Context: an optimization exercise on an open-source flow, tuned for small area, a short achievable clock period and few clock cycles. The choices shown serve that exercise and are no tape-out recipe. Where RTL was checked, it was by simulation tests only, not by an equivalence proof against the original. Power figures rest on the tool's default switching activity, not on a simulated workload.

== tundra ==
==> flow/design.v (excerpt) <==
module dma_top (
    input  logic                        CLK,
    input  logic                        RSTN,
    output logic                        INTR,
    input  logic                        PSEL,
    input  logic                        PENABLE,
    output logic                        PREADY,
    input  logic                        PWRITE,
    input  logic [dma_pkg::PADDR_W-1:0] PADDR,
    input  logic [dma_pkg::DATA_W-1:0]  PWDATA,
    output logic [dma_pkg::DATA_W-1:0]  PRDATA,
    output logic                        mem0_en,
    output logic [dma_pkg::BE_W-1:0]    mem0_we,
    output logic [dma_pkg::WORD_AW-1:0] mem0_addr,
    output logic [dma_pkg::DATA_W-1:0]  mem0_wdata,
    input  logic [dma_pkg::DATA_W-1:0]  mem0_rdata,
    output logic                        mem1_en,
    output logic [dma_pkg::BE_W-1:0]    mem1_we,
    output logic [dma_pkg::WORD_AW-1:0] mem1_addr,
    output logic [dma_pkg::DATA_W-1:0]  mem1_wdata,
    input  logic [dma_pkg::DATA_W-1:0]  mem1_rdata
);
For scale: roughly 210 flip-flops, roughly 270 I/O pins, ~0.011 mm^2 of cells after synthesis.
export LEC_CHECK = 0
export CAP_MARGIN = 20
export CORE_MARGIN = 2
export CORE_UTILIZATION = 60
export SLEW_MARGIN = 20
create_clock -name core_clock -period 6.0 [get_ports {CLK}]
standard.sh (not shown) runs the stock make flow with config.mk's settings and CLKGATE_MAP_FILE= SYNTH_SCRIPT=/design/flow/synth_recipe.tcl, a recipe that flattens the netlist after the stock synthesis.
==> flow/flow/run.sh <==
#!/bin/bash
# Standard ORFS layout (standard.sh) with changes to port buffers and CTS.
set -euo pipefail
export BUFFER_PORTS_ARGS="-buffer_cell sky130_fd_sc_hd__buf_1"
export CTS_ARGS="-sink_clustering_enable -repair_clock_nets -dont_use_dummy_load -buf_list sky130_fd_sc_hd__clkbuf_4 -sink_clustering_size 25"
bash standard.sh > standard_make.log 2>&1
> inputs changed (tundra -> raven)
- CORE_UTILIZATION changed from 60 to 40
==> flow/flow/run.sh <==
#!/bin/bash
# Standard ORFS layout (standard.sh) with two changes:
#  - port buffers use buf_1 instead of the default clkdlybuf4s50_1
#  - CTS inserts no dummy loads
set -euo pipefail
export BUFFER_PORTS_ARGS="-buffer_cell sky130_fd_sc_hd__buf_1"
export CTS_ARGS="-sink_clustering_enable -repair_clock_nets -dont_use_dummy_load"
bash standard.sh > standard_make.log 2>&1
### Flow results
Re final period utilization: raven and tundra aren't equal, and the lower value belongs to raven.
Going from tundra to raven, the global-route usage was found to have gone down by 8.3 points.
Number of clock buffer instances in the layout on raven is down relative to tundra.
Diff raven..tundra | total congestion overflow | unchanged
raven reports a higher first-pass GRT wire length than tundra does.
From tundra to raven, number of distinct library cells after synthesis did not move at all.
Comparing raven and tundra, the lower data arrival time of the worst path was measured on raven.
Summary — non-clock buffer share of cell area, raven relative to tundra: lower, by 0.27 points.
Lower pin count of the biggest net entering global routing was reported by tundra, not raven.
Looking at combinational power, raven sits about 1% higher than tundra does.
Edits applied to the flow inputs when going from raven to violet:
- CORE_UTILIZATION: 40 -> 50
==> flow/flow/run.sh <==
#!/bin/bash
# Standard ORFS layout (standard.sh) with changes to port buffers and CTS.
set -euo pipefail
export BUFFER_PORTS_ARGS="-buffer_cell sky130_fd_sc_hd__buf_1"
export CTS_ARGS="-sink_clustering_enable -repair_clock_nets -dont_use_dummy_load -buf_list {sky130_fd_sc_hd__clkbuf_4 sky130_fd_sc_hd__clkbuf_8} -sink_clustering_size 20 -sink_clustering_max_diameter 100"
bash standard.sh > standard_make.log 2>&1
==> run summary <==
Between violet and raven, core utilization is higher for violet, raven comes in under that. Compared to raven, the router laid down less metal wire for violet. Going from raven to violet, design area shrank by a few percent. Looking at the reports, violet completed the entire flow and the layout it produced met the timing, DRC and antenna checks. Reported for violet and raven, count of cells along the worst register-to-register path turned out identical to the last digit. Measured against each other, violet and raven differ in number of well-tap cells placed, the lower figure coming from violet. violet against raven; die boundary height is down by more than 10%. Compared with raven, in violet minimum setup slack in the final design increased 0.014 ns; maximum frequency went up about 0.4%. violet ended up with a higher hold slack than raven did.
Modified inputs, maple compared to violet
- swapping 50 for 40 in CORE_UTILIZATION
==> flow/run.sh (new file) <==
#!/bin/bash
# synth_recipe.tcl (not shown) runs the flow's synth.tcl, then flattens the netlist and writes it again
# the make line also repeats each setting of config.mk as NAME=value (left out here)
make -C /OpenROAD-flow-scripts/flow DESIGN_CONFIG=/design/flow/config.mk WORK_HOME=/design/flow/orfs CLKGATE_MAP_FILE= SYNTH_SCRIPT=/design/flow/synth_recipe.tcl finish
removed: flow/flow/run.sh
removed: flow/standard.sh
## What came out
Looking at endpoint of the worst setup timing path, the PRDATA[17] result is from maple; the PRDATA[9] one comes from violet.
Lower relative contribution of the clock network to total power was reported by violet, not maple.
maple vs violet, worst path buffer plus inverter count went down by 1.
Wire length of the first global-routing pass sits higher in maple than in violet.
Relative to violet, met2 global-route usage has decreased by 0.17 points in maple.
Relative to violet, synthesis-to-finish area growth increased by 21 points in maple.
maple: all stages complete, timing, DRC and antenna checks passed
Going from violet to maple, power consumption went up by about 33%; fmax went down 9.4%.
No functional check of the RTL was part of any run of this note.

---

## run E
dma_top, a different RTL version from the one above (not shown whole).
Size in the first run: about 890 cells after synthesis, ~200 flip-flops, ~11,000 µm² of cells after synthesis.
Design dma_top, start of the top module:
module dma_top (
    input  logic                        CLK,
    input  logic                        RSTN,
    output logic                        INTR,
    input  logic                        PSEL,
    input  logic                        PENABLE,
    output logic                        PREADY,
    input  logic                        PWRITE,
    input  logic [dma_pkg::PADDR_W-1:0] PADDR,
    input  logic [dma_pkg::DATA_W-1:0]  PWDATA,
    output logic [dma_pkg::DATA_W-1:0]  PRDATA,
    output logic                        mem0_en,
    output logic [dma_pkg::BE_W-1:0]    mem0_we,
    output logic [dma_pkg::WORD_AW-1:0] mem0_addr,
    output logic [dma_pkg::DATA_W-1:0]  mem0_wdata,
    input  logic [dma_pkg::DATA_W-1:0]  mem0_rdata,
    output logic                        mem1_en,
    output logic [dma_pkg::BE_W-1:0]    mem1_we,
    output logic [dma_pkg::WORD_AW-1:0] mem1_addr,
    output logic [dma_pkg::DATA_W-1:0]  mem1_wdata,
    input  logic [dma_pkg::DATA_W-1:0]  mem1_rdata
);
==> flow/config.mk <==
export PLATFORM = sky130hd
export DESIGN_NAME = dma_top
export DESIGN_NICKNAME = dma_top
export VERILOG_FILES = /design/flow/design.v
export SDC_FILE = /design/flow/constraint.sdc
export NUM_CORES = 4
export LEC_CHECK = 0
export CAP_MARGIN = 20
export CORE_MARGIN = 2
export CORE_UTILIZATION = 40
export SLEW_MARGIN = 20
==> flow/constraint.sdc <==
create_clock -name core_clock -period 6.0 [get_ports {CLK}]
set_input_delay 1.2000 -clock core_clock [delete_from_list [all_inputs] [get_ports {CLK}]]
set_output_delay 1.2000 -clock core_clock [all_outputs]
set_load 0.01 [all_outputs]
run.sh (not shown) runs the stock make flow with config.mk's settings and CLKGATE_MAP_FILE= SYNTH_SCRIPT=/design/flow/synth_recipe.tcl, a recipe that flattens the netlist after the stock synthesis.
Stock flow here: none of the scripts above is used.
Testbench counts of run E, summed over its fixed seeds: cycles 17,162.
Relative to run E, the following input files were edited for run C:
- putting ABC_AREA at 1 where nothing was set
### Flow results
Run C finished all stages; the layout is clean.
For upper clock frequency limit, dividing the value from run C by the value from run E gives 0.910.
Synthesized area per cell ends up lower on run C.
In the flow results for run E and run C, the share of the final layout cell area in multi-input gates is smaller on run C.
Row cell area after technology mapping: run C higher / run E lower
Core utilization: run C lower than run E
Run E → run C: overall power shrank by 360 µW, placeable core region went up.

---

dma_top, a different RTL version from the one above (not shown whole).
For scale: roughly 220 flip-flops.
// dma_top
module dma_top (
    input  logic                        CLK,
    input  logic                        RSTN,
    output logic                        INTR,
    input  logic                        PSEL,
    input  logic                        PENABLE,
    output logic                        PREADY,
    input  logic                        PWRITE,
    input  logic [dma_pkg::PADDR_W-1:0] PADDR,
    input  logic [dma_pkg::DATA_W-1:0]  PWDATA,
    output logic [dma_pkg::DATA_W-1:0]  PRDATA,
    output logic                        mem0_en,
    output logic [dma_pkg::BE_W-1:0]    mem0_we,
    output logic [dma_pkg::WORD_AW-1:0] mem0_addr,
    output logic [dma_pkg::DATA_W-1:0]  mem0_wdata,
    input  logic [dma_pkg::DATA_W-1:0]  mem0_rdata,
    output logic                        mem1_en,
    output logic [dma_pkg::BE_W-1:0]    mem1_we,
    output logic [dma_pkg::WORD_AW-1:0] mem1_addr,
    output logic [dma_pkg::DATA_W-1:0]  mem1_wdata,
    input  logic [dma_pkg::DATA_W-1:0]  mem1_rdata
);
    logic [31:0] src;
    logic [31:0] dst;
    logic [15:0] size;
    logic        busy;           
    logic        int_done;       
    logic        start_q;        
    logic        setup;
    logic        start;
    logic        wen_src, wen_dst, wen_size, wen_int;
    logic        last_wr;        
    assign PREADY = 1'b1;
    assign setup  = PSEL & ~PENABLE;
    logic armed;
    always_ff @(posedge CLK or negedge RSTN) begin
        if (!RSTN)
            armed <= 1'b0;
        else
            armed <= 1'b1;
    end
    logic [3:0] ws;
    logic [4:0] rs;
    logic       dec_src, dec_dst, dec_size, dec_mode, dec_int;
    logic       v_src, v_dst, v_size;
    assign dec_src  = PADDR == dma_pkg::REG_SRC;
    assign dec_dst  = PADDR == dma_pkg::REG_DST;
    assign dec_size = PADDR == dma_pkg::REG_SIZE;
  ...
==> flow/config.mk <==
export PLATFORM = sky130hd
export DESIGN_NAME = dma_top
export DESIGN_NICKNAME = dma_top
export VERILOG_FILES = /design/flow/design.v
export SDC_FILE = /design/flow/constraint.sdc
export NUM_CORES = 4
export LEC_CHECK = 0
export CAP_MARGIN = 20
export CORE_MARGIN = 2
export CORE_UTILIZATION = 65
export SETUP_SLACK_MARGIN = 3.3
export SLEW_MARGIN = 20
==> flow/constraint.sdc <==
create_clock -name core_clock -period 6.0 [get_ports {CLK}]
set_input_delay 1.2000 -clock core_clock [delete_from_list [all_inputs] [get_ports {CLK}]]
set_output_delay 1.2000 -clock core_clock [all_outputs]
set_load 0.01 [all_outputs]
standard.sh (not shown) runs the stock make flow with config.mk's settings and CLKGATE_MAP_FILE= SYNTH_SCRIPT=/design/flow/synth_recipe.tcl, a recipe that flattens the netlist after the stock synthesis.
==> flow/flow/run.sh <==
#!/bin/bash
# Standard ORFS layout (standard.sh) with two changes:
#  - port buffers use buf_1 instead of the default clkdlybuf4s50_1
#  - CTS builds the tree from clkbuf_4/clkbuf_8 and inserts no dummy loads
# Each tool's log stays under orfs/logs; make's own output goes to
# standard_make.log.
set -euo pipefail
export BUFFER_PORTS_ARGS="-buffer_cell sky130_fd_sc_hd__buf_1"
export CTS_ARGS="-repair_clock_nets -dont_use_dummy_load -buf_list {sky130_fd_sc_hd__clkbuf_4 sky130_fd_sc_hd__clkbuf_8}"
bash standard.sh > standard_make.log 2>&1
Testbench counts at the start, summed over its fixed seeds: cycles 17,162.
Change:
==> flow/flow/run.sh (replaced) <==
#!/bin/bash
# Standard ORFS layout (standard.sh) with changes to port buffers and CTS.
set -euo pipefail
export BUFFER_PORTS_ARGS="-buffer_cell sky130_fd_sc_hd__buf_1"
export CTS_ARGS="-sink_clustering_enable -repair_clock_nets -dont_use_dummy_load -buf_list {sky130_fd_sc_hd__clkbuf_8 sky130_fd_sc_hd__clkbuf_16} -sink_clustering_size 25 -sink_clustering_max_diameter 150"
bash standard.sh > standard_make.log 2>&1
Settings changed: CORE_UTILIZATION 65 to 50.
Outcome: Final cell count rose by 6.0%; hold slack is better by 0.0045 ns; register-to-register slack is worse by 0.05 ns; setup slack is better by 0.064 ns; global-route usage fell by 5.3 points; power rose by 6.0%; flip-flop and latch count stays the same.
Change:
Settings changed: ABC_CLOCK_PERIOD_IN_PS from default to 3000, CORE_UTILIZATION 50 to 65.
=> Register-to-register slack gains 0.17 ns; worst setup slack degrades by 0.024 ns; area after synthesis stays the same; non-clock buffer count falls by 19; combinational power falls by about 1%; core utilization rose by 16 points; global-route usage increases by 4.7 points; wire length fell by 6.5%.
Change:
Settings changed: ABC_CLOCK_PERIOD_IN_PS 3000 to default, SETUP_SLACK_MARGIN 3.3 to 3.5.
=> The changed run completed without violations. Non-clock buffer count increases by 17. Final area increases by 5.0%. Global-route usage increases by 1.5 points. Wire length increases by 4.5%. Cell count increases by 1.2%. Sequential power hardly moves. Sequential share of layout area decreases by 2.3 points.
Change:
Settings changed: CAP_MARGIN 20 to 0, SETUP_SLACK_MARGIN 3.5 to 3.3, SLEW_MARGIN 20 to 0.
What happened:
- The new run ran to the end with no violations
- global-route usage drops by 1.5 points
- power hardly moves
- die area does not change
- non-clock buffer count falls by 17
- core utilization shrinks by 3.7 points
- worst hold slack gains 0.0065 ns
- worst setup slack is better by 0.027 ns
- final area falls by about 5%
- wire length decreases by 4.3%
Change:
Settings changed: CAP_MARGIN 0 to 20, CORE_UTILIZATION 65 to 60, SLEW_MARGIN 0 to 20.
Worst setup slack is worse by 0.023 ns. Sequential power hardly moves. Die area is higher by 8.1%. Synthesized area stays the same. Total power is about the same. Via count is lower by 1.0%. Non-clock buffer count is lower by 2. Hold slack is better by 0.0047 ns.

---

The RTL this note starts from:
==> flow/design.v <==
package dma_pkg;
    localparam int DATA_W     = 32;
    localparam int PADDR_W    = 32;
    localparam int WORD_AW    = 16;           
    localparam int BE_W       = DATA_W / 8;
    localparam int SIZE_W     = 16;
    localparam int FIFO_DEPTH = 4;
    localparam int FIFO_LVL_W = 3;            
    localparam int BANK_BIT   = 20;           
    localparam logic [PADDR_W-1:0] REG_SRC  = 32'h0000_0000;
    localparam logic [PADDR_W-1:0] REG_DST  = 32'h0000_0004;
    localparam logic [PADDR_W-1:0] REG_SIZE = 32'h0000_0008;
    localparam logic [PADDR_W-1:0] REG_MODE = 32'h0000_000c;
    localparam logic [PADDR_W-1:0] REG_INT  = 32'h0000_0010;
    localparam logic [BE_W-1:0] BE_ALL  = '1;
    localparam logic [BE_W-1:0] BE_NONE = '0;
    typedef union packed {
        logic [DATA_W-1:0] raw;
        struct packed {
            logic [DATA_W-BANK_BIT-2:0] unused_hi;     
            logic                       bank;
            logic [1:0]                 unused_lo;     
            logic [WORD_AW-1:0]         word;
            logic [1:0]                 offset;
        } f;
    } dma_addr_u;
endpackage
`timescale 1ns/10ps
module dma_top (
    input  logic                        CLK,
    input  logic                        RSTN,
    output logic                        INTR,
    input  logic                        PSEL,
    input  logic                        PENABLE,
    output logic                        PREADY,
    input  logic                        PWRITE,
    input  logic [dma_pkg::PADDR_W-1:0] PADDR,
    input  logic [dma_pkg::DATA_W-1:0]  PWDATA,
    output logic [dma_pkg::DATA_W-1:0]  PRDATA,
    output logic                        mem0_en,
    output logic [dma_pkg::BE_W-1:0]    mem0_we,
    output logic [dma_pkg::WORD_AW-1:0] mem0_addr,
    output logic [dma_pkg::DATA_W-1:0]  mem0_wdata,
    input  logic [dma_pkg::DATA_W-1:0]  mem0_rdata,
    output logic                        mem1_en,
    output logic [dma_pkg::BE_W-1:0]    mem1_we,
    output logic [dma_pkg::WORD_AW-1:0] mem1_addr,
    output logic [dma_pkg::DATA_W-1:0]  mem1_wdata,
    input  logic [dma_pkg::DATA_W-1:0]  mem1_rdata
);
    logic [31:0] src;
    logic [31:0] dst;
    logic [15:0] size;
    logic        busy;           
    logic        int_done;       
    logic [4:0]  sel_q;          
    logic        wr_q;           
    logic        start_q;        
    logic        setup;
    logic        start;
    logic        wen_src, wen_dst, wen_size, wen_int;
    logic        last_wr;        
    assign PREADY = 1'b1;
    assign setup  = PSEL & ~PENABLE;
    always_ff @(posedge CLK or negedge RSTN) begin
        if (!RSTN) begin
            sel_q   <= '0;
            start_q <= 1'b0;
        end else begin
            sel_q[0] <= setup && PADDR == dma_pkg::REG_SRC;
            sel_q[1] <= setup && PADDR == dma_pkg::REG_DST;
            sel_q[2] <= setup && PADDR == dma_pkg::REG_SIZE;
            sel_q[3] <= setup && PADDR == dma_pkg::REG_MODE;
            sel_q[4] <= setup && PADDR == dma_pkg::REG_INT;
            start_q  <= n_start_q;
        end
    end
    always_ff @(posedge CLK)
        wr_q <= PWRITE;
    assign start    = start_q & ~busy;
    assign wen_src  = sel_q[0] & wr_q & ~busy;
    assign wen_dst  = sel_q[1] & wr_q & ~busy;
    assign wen_size = sel_q[2] & wr_q & ~busy;
    assign wen_int  = sel_q[4] & wr_q & PWDATA[0];
    logic [31:0] src_q, dst_q;
    logic [15:0] size_q;
    logic        v_src, v_dst, v_size;
    always_ff @(posedge CLK) begin
        if (wen_src)  src_q  <= PWDATA;
        if (wen_dst)  dst_q  <= PWDATA;
        if (wen_size) size_q <= PWDATA[15:0];
    end
    assign src  = src_q & {32{v_src}};
    assign dst  = dst_q & {32{v_dst}};
    assign size = size_q & {16{v_size}};
    always_ff @(posedge CLK or negedge RSTN) begin
        if (!RSTN) begin
            v_src    <= 1'b0;
            v_dst    <= 1'b0;
            v_size   <= 1'b0;
            int_done <= 1'b0;
            INTR     <= 1'b0;
        end else begin
            if (wen_src)  v_src  <= 1'b1;
            if (wen_dst)  v_dst  <= 1'b1;
            if (wen_size) v_size <= 1'b1;
            if (wen_int)
                int_done <= 1'b0;
            INTR <= last_wr | (start & size == '0);
            if (last_wr | (start & size == '0))     
                int_done <= 1'b1;
        end
    end
    assign PRDATA = ({32{sel_q[0] & v_src}} & src_q)
                  | ({32{sel_q[1] & v_dst}} & dst_q)
                  | {16'd0, {16{sel_q[2] & v_size}} & size_q}
                  | {31'd0, sel_q[3] & busy}
                  | {31'd0, sel_q[4] & int_done};
    logic        sb, db, same;   
    logic [1:0]  so, dof;
    logic        s;              
    logic [1:0]  c;              
    logic [1:0]  end_off;
    logic [3:0]  first_be, last_be;
    logic        one_word;       
    assign sb       = src[dma_pkg::BANK_BIT];
    assign db       = dst[dma_pkg::BANK_BIT];
    assign same     = sb == db;
    assign so       = src[1:0];
    assign dof      = dst[1:0];
    assign s        = dof < so;
    assign c        = 2'((4'(dof) + 4'(size[1:0]) + 4'd3) >> 2);
    assign end_off  = dof + size[1:0];
    assign first_be = 4'hf << dof;
    assign last_be  = (end_off == 2'd0) ? 4'hf : ~(4'hf << end_off);
    assign one_word = (size[15:2] == 14'd0 && c == 2'd1) || (size[15:2] == 14'd1 && c == 2'd0);
    logic        reload;         
    logic        iss;            
    logic        infl;           
    logic        ready;          
    logic        skip;           
    logic        last;           
    logic [1:0]  d;              
    logic [3:0]  be;             
    logic        asel0, asel1;   
    logic [15:0] rd_addr;
    logic [15:0] wr_addr;
    logic [13:0] q;              
    logic [1:0]  ext;
    logic [31:0] W;              
    logic [23:0] C;              
    logic [31:0] rdata;
    logic [31:0] rot;
    logic        wr_now, rem2;
    logic        n_busy, n_ready, n_reload, n_skip, n_start_q, n_wr_now, n_iss;
    assign wr_now  = busy & ready;
    assign last_wr = wr_now & last;
    assign rem2 = (q == 14'd2 && ext == 2'd0) || (q == 14'd1 && ext == 2'd1)
               || (q == 14'd0 && ext == 2'd2);
    assign n_busy    = (busy & ~last_wr) | (start & size != '0);
    assign n_reload  = wen_src | wen_dst | last_wr;
    assign n_ready   = ~reload & ((infl & ~skip) | (ready & ~wr_now));
    assign n_skip    = reload ? s : (skip & ~infl);
    assign n_start_q = setup && PWRITE && PADDR == dma_pkg::REG_MODE && PWDATA == 32'd1;
    assign n_wr_now  = n_busy & n_ready;
    assign n_iss     = ~n_reload & ~(same & n_wr_now)
                     & (n_busy | n_start_q | (~n_ready & ~(iss & ~n_skip)));
    assign rdata = sb ? mem0_rdata : mem1_rdata;
    always_comb begin
        case (d)     
            2'd0: rot = rdata;
            2'd1: rot = {rdata[23:0], rdata[31:24]};
            2'd2: rot = {rdata[15:0], rdata[31:16]};
            default: rot = {rdata[7:0], rdata[31:8]};
        endcase
    end
    always_ff @(posedge CLK or negedge RSTN) begin
        if (!RSTN) begin
            busy   <= 1'b0;
            reload <= 1'b1;
            iss    <= 1'b0;
        end else begin
            busy   <= n_busy;
            reload <= n_reload;
            iss    <= n_iss;
        end
    end
    always_ff @(posedge CLK) begin
        d     <= dof - so;
        infl  <= iss;
        ready <= n_ready;
        skip  <= n_skip;
        asel0 <= db & (~sb | n_wr_now);
        asel1 <= ~db & (sb | n_wr_now);
        if (infl) begin
            W[31:24] <= rot[31:24];
            for (int b = 0; b < 3; b++)
                W[8*b +: 8] <= (b < d) ? C[8*b +: 8] : rot[8*b +: 8];
            C <= rot[23:0];
        end
        rd_addr <= reload ? src[17:2] : rd_addr + 16'(iss);
        wr_addr <= start ? dst[17:2] : wr_addr + 16'(wr_now);
        q       <= start ? size[15:2] : q - 14'(wr_now & ext == 2'd0);
        if (start) begin
            ext     <= c;
            last    <= one_word;
            be      <= first_be & (one_word ? last_be : 4'hf);
        end else if (wr_now) begin
            if (ext != 2'd0)
                ext <= ext - 1'b1;
            last <= rem2;
            be   <= rem2 ? last_be : 4'hf;
        end
    end
    logic wr0, wr1, rd0, rd1;
    assign wr0 = db & wr_now;
    assign wr1 = ~db & wr_now;
    assign rd0 = sb & iss;
    assign rd1 = ~sb & iss;
    assign mem0_en    = wr0 | rd0;
    assign mem1_en    = wr1 | rd1;
    assign mem0_we    = wr0 ? be : 4'd0;
    assign mem1_we    = wr1 ? be : 4'd0;
    assign mem0_addr  = asel0 ? wr_addr : rd_addr;
    assign mem1_addr  = asel1 ? wr_addr : rd_addr;
    assign mem0_wdata = W;
    assign mem1_wdata = W;
endmodule
==> flow/config.mk <==
export PLATFORM = sky130hd
export DESIGN_NAME = dma_top
export DESIGN_NICKNAME = dma_top
export VERILOG_FILES = /design/flow/design.v
export SDC_FILE = /design/flow/constraint.sdc
export NUM_CORES = 4
export LEC_CHECK = 0
export CAP_MARGIN = 20
export CORE_MARGIN = 2
export CORE_UTILIZATION = 50
export SETUP_SLACK_MARGIN = 3.0
export SLEW_MARGIN = 20
==> flow/constraint.sdc <==
create_clock -name core_clock -period 6.0 [get_ports {CLK}]
set_input_delay 1.2000 -clock core_clock [delete_from_list [all_inputs] [get_ports {CLK}]]
set_output_delay 1.2000 -clock core_clock [all_outputs]
set_load 0.01 [all_outputs]
==> flow/flow/run.sh <==
#!/bin/bash
# Standard ORFS layout (standard.sh) with changes to port buffers and CTS.
set -euo pipefail
export BUFFER_PORTS_ARGS="-buffer_cell sky130_fd_sc_hd__buf_1"
export CTS_ARGS="-sink_clustering_enable -repair_clock_nets -dont_use_dummy_load -buf_list {sky130_fd_sc_hd__clkbuf_8 sky130_fd_sc_hd__clkbuf_16} -sink_clustering_size 25 -sink_clustering_max_diameter 150"
bash standard.sh > standard_make.log 2>&1
Testbench counts at the start, summed over its fixed seeds: cycles 17,162.
Then changed:
==> flow/flow/run.sh (replaced) <==
#!/bin/bash
# Standard ORFS layout (standard.sh) with changes to port buffers and CTS.
set -euo pipefail
export BUFFER_PORTS_ARGS="-buffer_cell sky130_fd_sc_hd__buf_1"
export CTS_ARGS="-sink_clustering_enable -repair_clock_nets -dont_use_dummy_load -buf_list {sky130_fd_sc_hd__clkbuf_4 sky130_fd_sc_hd__clkbuf_8} -sink_clustering_size 14 -sink_clustering_max_diameter 100"
bash standard.sh > standard_make.log 2>&1
Result:
- The new run went through all stages and came out clean
- global-route usage went up by 0.25 points
- die area is unchanged
- area after synthesis does not change
- sequential power is about the same
- design area hardly moves
- via count went up slightly
- total power went down by a few percent
- routed wire length went up slightly
- worst hold slack gets worse by 0.013 ns
Then changed:
--- a/flow/config.mk
+++ b/flow/config.mk
@@ -11 +11 @@
-export SETUP_SLACK_MARGIN = 3.0
+export SETUP_SLACK_MARGIN = 3.5
=>
- The new run completed with no timing, DRC or antenna violations
- design area grows by 6.3%
- clock-buffer cell count is unchanged
- die area does not change
- flip-flop and latch count stays the same
- power stays flat

[what the ideal ports hide]
In the flow no input, the clock included, has a driving cell. The finished layouts below were timed again as built, in two steps. Step 1 sets driving cells, clkbuf_16 on the clock port and buf_2 on the other inputs (assumed; they add their load-dependent delay and slew). Step 2 adds t to the input delays and takes it off the output delays; t is the mean of the earliest and latest rising clock arrival at the registers after step 1. Input paths then give back, and output paths get back, about the clock's delay inside the block. Three values: ideal, step 1, step 2; two values: the first two.
run	t, ns	setup WS [ns]	worst setup path after step 2
tundra	0.679	2.615 / 2.571 / 3.032	input to register
raven	0.546	2.696 / 2.647 / 2.846	input to register
violet	0.531	2.710 / 2.668 / 2.870	input to register
maple	0.559	2.369 / 2.321 / 2.657	input to register
run E	0.489	1.441 / 1.394 / 1.883	register to output
run C	0.483	0.988 / 0.939 / 1.423	register to output
the first run of note 3	0.498	3.248 / 3.210 / 3.371	input to register
the second run of note 3	0.512	3.312 / 3.266 / 3.304	input to register
the third run of note 3	0.500	3.288 / 3.243 / 3.373	input to register
the fourth run of note 3	0.500	3.261 / 3.216 / 3.282	input to register
the fifth run of note 3	0.500	3.288 / 3.243 / 3.373	input to register
the sixth run of note 3	0.502	3.265 / 3.220 / 3.399	input to register
the first run of note 4	0.492	3.068 / 3.022 / 3.132	register to register
the second run of note 4	0.528	3.011 / 2.972 / 3.114	register to register
the third run of note 4	0.554	3.018 / 2.974 / 3.155	input to register
After both steps setup and hold are still met in every run listed. The setup slack of the second run of note 3, which loses most, moves by -0.046 ns with the drivers and by -0.008 ns with both steps.
